This is an optimization exercise on Yosys and OpenROAD, whose aim is small area, a short achievable clock period and few clock cycles per item, not a production implementation.
RTL that was checked went through simulation tests only; none was proved equivalent to the original.

MS:
Design nn_mac_array, start of the top module:
module nn_mac_array #(
    parameter int LANES  = 4,
    parameter int DWIDTH = 16,
    parameter int FRAC   = 8,
    parameter int AWIDTH = 40,
    parameter int CWIDTH = 16
) (
    input  logic                    clk,
    input  logic                    rst_n,
    input  logic                    s_valid,
    output logic                    s_ready,
    input  logic                    s_last,
    input  logic [DWIDTH-1:0]       s_x,
    input  logic [LANES*DWIDTH-1:0] s_w,
    input  logic [LANES*DWIDTH-1:0] s_bias,
    input  logic                    relu_en,
    output logic                    m_valid,
    input  logic                    m_ready,
    output logic [LANES*DWIDTH-1:0] m_data,
    output logic [LANES-1:0]        m_ovf,
    output logic [CWIDTH-1:0]       m_count,
    output logic                    busy
);
==> module nn_mac_array, before the edit <==
module nn_mac_array #(
    parameter int LANES  = 4,
    parameter int DWIDTH = 16,
    parameter int FRAC   = 8,
    parameter int AWIDTH = 40,
    parameter int CWIDTH = 16
) (
    input  logic                    clk,
    input  logic                    rst_n,
    input  logic                    s_valid,
    output logic                    s_ready,
    input  logic                    s_last,
    input  logic [DWIDTH-1:0]       s_x,
    input  logic [LANES*DWIDTH-1:0] s_w,
    input  logic [LANES*DWIDTH-1:0] s_bias,
    input  logic                    relu_en,
    output logic                    m_valid,
    input  logic                    m_ready,
    output logic [LANES*DWIDTH-1:0] m_data,
    output logic [LANES-1:0]        m_ovf,
    output logic [CWIDTH-1:0]       m_count,
    output logic                    busy
);
    localparam logic [AWIDTH-1:0] M0 = 40'h7fffffff;
    localparam logic [AWIDTH-1:0] M1 = 40'h7ffffffd;
    localparam logic [AWIDTH-1:0] K0 = 40'hff80000000;
    localparam logic [AWIDTH-1:0] K1 = 40'h0;
    localparam logic [AWIDTH-1:0] RND = AWIDTH'(1) << (FRAC-1);
    logic s_hs;
    assign s_hs = s_valid & s_ready;
    assign busy = ~s_ready;
    logic [7:0]              enc_one, enc_two, enc_neg;
    logic [7:0]              x_one, x_two, x_neg;
    logic [7:0]              x_one_n, x_two_n, x_neg_n;
    logic [LANES*DWIDTH-1:0] w0;
    logic [DWIDTH-1:0]       b0 [LANES];
    logic                    bc0 [LANES];
    logic                    v0, l0, relu0;
    always_comb begin
        for (int j = 0; j < 8; j++) begin
            logic lo, mid, hi;
            lo  = (j == 0) ? 1'b0 : s_x[2*j-1];
            mid = s_x[2*j];
            hi  = s_x[2*j+1];
            enc_one[j] = s_hs & (mid ^ lo);
            enc_two[j] = s_hs & ((hi & ~mid & ~lo) | (~hi & mid & lo));
            enc_neg[j] = s_hs & hi;
        end
    end
    always_ff @(posedge clk) begin
        x_one   <= enc_one;
        x_two   <= enc_two;
        x_neg   <= enc_neg;
        x_one_n <= ~enc_one;
        x_two_n <= ~enc_two;
        x_neg_n <= ~enc_neg;
        w0      <= s_w;
        for (int i = 0; i < LANES; i++) begin
            logic [DWIDTH-1:0] bg;
            logic [5:0]        mid;
            bg     = (s_hs & s_last) ? s_bias[i*DWIDTH +: DWIDTH] : '0;
            mid    = {1'b0, bg[10:6]} + {5'b0, enc_neg[7]};
            b0[i]  <= {bg[15:11], mid[4:0], bg[5:0]};
            bc0[i] <= mid[5];
        end
        l0    <= s_last;
        relu0 <= relu_en;
    end
    logic                v1, l1, relu1;
    logic [AWIDTH-1:0]   t0_q [LANES];
    logic [AWIDTH-1:0]   t1_q [LANES];
    for (genvar i = 0; i < LANES; i++) begin : g_tree
        logic [AWIDTH-1:0] t0, t1;
        nn_mac_lane_tree u_tree (
            .one (i[0] ? ~x_one_n : x_one),
            .two (i[0] ? ~x_two_n : x_two),
            .neg (i[0] ? ~x_neg_n : x_neg),
            .w   (w0[i*DWIDTH +: DWIDTH]),
            .b   (b0[i]),
            .bc  (bc0[i]),
            .r0  (t0),
            .r1  (t1)
        );
        always_ff @(posedge clk) begin
            t0_q[i] <= t0;
            t1_q[i] <= t1;
        end
    end
    always_ff @(posedge clk) begin
        l1    <= l0;
        relu1 <= relu0;
    end
    logic                a_fin, a_init, a_relu;
    logic [CWIDTH-1:0]   a_cnt;
    logic [AWIDTH-1:0]   acc_q [LANES];
    logic                fin, out_free, done, relu_f;
    logic [CWIDTH-1:0]   cnt_f;
    logic [AWIDTH-1:0]   sum [LANES];
    logic [DWIDTH-1:0]   o_sat [LANES];           
    logic                o_relu;
    logic [LANES-1:0]    all0, all1;
    assign fin      = (v1 & l1) | a_fin;         
    assign out_free = ~m_valid;
    assign done     = fin & out_free;             
    assign relu_f   = v1 ? relu1 : a_relu;
    assign cnt_f    = v1 ? (a_cnt + {{(CWIDTH-1){1'b0}}, ~&a_cnt}) : a_cnt;
    logic [AWIDTH-1:0] add_a [LANES];
    logic [AWIDTH-1:0] add_b [LANES];
    logic [AWIDTH-1:0] add_s [LANES];
    for (genvar i = 0; i < LANES; i++) begin : g_add
        logic [AWIDTH-1:0] y0, y1;
        assign y0       = (t0_q[i] & M0) | K0;
        assign y1       = (t1_q[i] & M1) | K1;
        assign add_a[i] = acc_q[i] ^ y0 ^ y1;
        assign add_b[i] = ((acc_q[i] & y0) | (acc_q[i] & y1) | (y0 & y1)) << 1;
        nn_mac_add u_add (.a(add_a[i]), .b(add_b[i]), .s(add_s[i]));
    end
    always_comb begin
        for (int i = 0; i < LANES; i++) begin
            logic [AWIDTH-1:0] p, q;
            p      = add_a[i];
            q      = add_b[i];
            sum[i] = add_s[i];
            begin
                logic ok0, ok1;
                ok0 = 1'b1;
                ok1 = 1'b1;
                for (int k = FRAC+DWIDTH; k < AWIDTH; k++) begin
                    ok0 &= ~((p[k] ^ q[k]) ^ (p[k-1] | q[k-1]));
                    ok1 &=  ((p[k] ^ q[k]) ^ (p[k-1] & q[k-1]));
                end
                all0[i] = ok0 & ~sum[i][FRAC+DWIDTH-1];
                all1[i] = ok1 &  sum[i][FRAC+DWIDTH-1];
            end
        end
    end
    always_ff @(posedge clk) begin
        a_relu <= relu_f;
        a_cnt  <= (done | a_init) ? '0 : cnt_f;
        for (int i = 0; i < LANES; i++)
            acc_q[i] <= (done | a_init) ? RND : sum[i];
    end
    always_ff @(posedge clk) begin
        if (done) begin
            m_count <= cnt_f;
            o_relu  <= relu_f;
            for (int i = 0; i < LANES; i++) begin
                logic ovf, neg;
                logic [DWIDTH-1:0] r;
                ovf = ~(all0[i] | all1[i]);
                neg = sum[i][AWIDTH-1];
                r   = ovf ? {neg, {(DWIDTH-1){~neg}}} : sum[i][FRAC +: DWIDTH];
                o_sat[i] <= r;
                m_ovf[i] <= ovf;
            end
        end
    end
    always_comb begin
        for (int i = 0; i < LANES; i++)
            m_data[i*DWIDTH +: DWIDTH] = (o_relu & o_sat[i][DWIDTH-1]) ? '0 : o_sat[i];
    end
    logic       a_fin_d, m_valid_d;
    logic [2:0] closed_d;
    assign a_fin_d   = fin & ~out_free;
    assign m_valid_d = done | (m_valid & ~m_ready);
    assign closed_d  = {2'b0, s_hs & s_last} + {2'b0, v0 & l0} + {2'b0, a_fin_d} + {2'b0, m_valid_d};
    always_ff @(posedge clk or negedge rst_n) begin
        if (!rst_n) begin
            s_ready <= 1'b0;
            v0      <= 1'b0;
            v1      <= 1'b0;
            a_fin   <= 1'b0;
            a_init  <= 1'b1;
            m_valid <= 1'b0;
        end else begin
            s_ready <= (closed_d <= 3'd1);
            v0      <= s_hs;
            v1      <= v0;
            a_fin   <= a_fin_d;
            a_init  <= 1'b0;
            m_valid <= m_valid_d;
        end
    end
endmodule
clock: 8.0 ns
lec_check: 0
cap_margin: 20
core_margin: 2
core_utilization: 40
cts_buf_list: sky130_fd_sc_hd__clkbuf_16
cts_cluster_diameter: 70
cts_cluster_size: 32
setup_slack_margin: 4.2
slew_margin: 20
standard.sh (not shown) runs the stock make flow with config.mk's settings and CLKGATE_MAP_FILE= SYNTH_SCRIPT=/design/flow/synth_recipe.tcl, a recipe that flattens the netlist after the stock synthesis.
==> flow/flow/run.sh <==
#!/bin/bash
# The standard layout, with the port buffers taken from buf_1 instead of the
# cell buffer_ports picks by default (a larger, slower delay cell). Timing
# repair still resizes any of them that limit timing.
set -euo pipefail
export BUFFER_PORTS_ARGS="-buffer_cell sky130_fd_sc_hd__buf_1"
bash standard.sh > standard.log 2>&1
Changes in AL relative to MS:
--- a/flow/design.v
+++ b/flow/design.v
@@ -25,12 +25,14 @@
     localparam logic [AWIDTH-1:0] M1 = 40'h7ffffffd;
     localparam logic [AWIDTH-1:0] K0 = 40'hff80000000;
     localparam logic [AWIDTH-1:0] K1 = 40'h0;
     localparam logic [AWIDTH-1:0] RND = AWIDTH'(1) << (FRAC-1);
     logic s_hs;
-    assign s_hs = s_valid & s_ready;
-    assign busy = ~s_ready;
+    logic rdy_q, rdy2_q;
+    assign s_ready = rdy_q | (rdy2_q & m_valid & m_ready);
+    assign s_hs    = s_valid & s_ready;
+    assign busy    = ~s_ready;
     logic [7:0]              enc_one, enc_two, enc_neg;
     logic [7:0]              x_one, x_two, x_neg;
     logic [7:0]              x_one_n, x_two_n, x_neg_n;
     logic [LANES*DWIDTH-1:0] w0;
     logic [DWIDTH-1:0]       b0 [LANES];
@@ -88,18 +90,19 @@
     end
     always_ff @(posedge clk) begin
         l1    <= l0;
         relu1 <= relu0;
     end
-    logic                a_fin, a_init, a_relu;
+    logic                a_fin, a_relu;
+    logic [1:0]          a_init_q;
+    logic                a_init;
+    assign a_init = |a_init_q;
     logic [CWIDTH-1:0]   a_cnt;
     logic [AWIDTH-1:0]   acc_q [LANES];
     logic                fin, out_free, done, relu_f;
     logic [CWIDTH-1:0]   cnt_f;
     logic [AWIDTH-1:0]   sum [LANES];
-    logic [DWIDTH-1:0]   o_sat [LANES];           
-    logic                o_relu;
     logic [LANES-1:0]    all0, all1;
     assign fin      = (v1 & l1) | a_fin;         
     assign out_free = ~m_valid;
     assign done     = fin & out_free;             
     assign relu_f   = v1 ? relu1 : a_relu;
@@ -141,45 +144,43 @@
             acc_q[i] <= (done | a_init) ? RND : sum[i];
     end
     always_ff @(posedge clk) begin
         if (done) begin
             m_count <= cnt_f;
-            o_relu  <= relu_f;
             for (int i = 0; i < LANES; i++) begin
                 logic ovf, neg;
                 logic [DWIDTH-1:0] r;
                 ovf = ~(all0[i] | all1[i]);
                 neg = sum[i][AWIDTH-1];
                 r   = ovf ? {neg, {(DWIDTH-1){~neg}}} : sum[i][FRAC +: DWIDTH];
-                o_sat[i] <= r;
+                if (relu_f && r[DWIDTH-1]) r = '0;
+                m_data[i*DWIDTH +: DWIDTH] <= r;
                 m_ovf[i] <= ovf;
             end
         end
     end
-    always_comb begin
-        for (int i = 0; i < LANES; i++)
-            m_data[i*DWIDTH +: DWIDTH] = (o_relu & o_sat[i][DWIDTH-1]) ? '0 : o_sat[i];
-    end
     logic       a_fin_d, m_valid_d;
     logic [2:0] closed_d;
     assign a_fin_d   = fin & ~out_free;
     assign m_valid_d = done | (m_valid & ~m_ready);
     assign closed_d  = {2'b0, s_hs & s_last} + {2'b0, v0 & l0} + {2'b0, a_fin_d} + {2'b0, m_valid_d};
     always_ff @(posedge clk or negedge rst_n) begin
         if (!rst_n) begin
-            s_ready <= 1'b0;
+            rdy_q   <= 1'b0;
+            rdy2_q  <= 1'b0;
             v0      <= 1'b0;
             v1      <= 1'b0;
             a_fin   <= 1'b0;
-            a_init  <= 1'b1;
+            a_init_q <= 2'b11;
             m_valid <= 1'b0;
         end else begin
-            s_ready <= (closed_d <= 3'd1);
+            rdy_q   <= (closed_d <= 3'd1);
+            rdy2_q  <= (closed_d == 3'd2);
             v0      <= s_hs;
             v1      <= v0;
             a_fin   <= a_fin_d;
-            a_init  <= 1'b0;
+            a_init_q <= {a_init_q[0], 1'b0};
             m_valid <= m_valid_d;
         end
     end
 endmodule
 module nn_mac_lane_tree (
Results
Startpoint of the most critical setup path = w0[6]: MS; startpoint of the most critical setup path = m_ready: AL. Summary: first-pass GRT wire length, AL better than MS. Sort AL and MS by fraction of area in non-clock buffers, descending, and AL comes first. Reported for AL and MS, final number of max-transition violations turned out identical to the last digit. AL vs MS: well-tap cell count down. AL gives less synthesized area than MS did. Detailed-routed wire length on met2: AL higher than MS. Diff MS -> AL: adder and majority cell fraction of the synthesized area shows an increase of 0.88 points, count of TritonRoute iterations in the first routing pass moved down. Post-placement cell count came out lower on AL than on MS. AL reports a lower global-route track usage on met3 than MS does. AL vs. MS: post-route fraction of the period consumed by the critical path went up by 1.0 points. Diff MS -> AL | final area | decrease of 0.61%.
Testbench counts of AL, summed over its fixed seeds: cycles 13,779, items 1,600.
No functional check of the RTL was part of MS.

==> afterwards: timing with drivers on the ports <==
In the flow no input, the clock included, has a driving cell. The finished layouts below were timed again as built, in two steps.
Step 1: set_driving_cell puts a clkbuf_16 on clk and a buf_2 on each other input, an assumption about the parent block.
Step 2 times the ports against the registers' clock, not the clock port: input delays grow and output delays shrink by t, the midpoint of the rising clock arrivals with the driver on.
a / b / c = ideal / step 1 / step 2; a / b = the first two.
run	shift t [ns]	setup WS [ns]	worst setup path after step 2
MS	0.767	4.290 / 4.290 / 4.027	input to register
AL	0.754	4.207 / 4.160 / 3.718	input to register
After both steps setup and hold are still met in every run listed. For AL, which loses most, drivers alone change the setup slack by -0.047 ns; drivers and shift together by -0.489 ns.
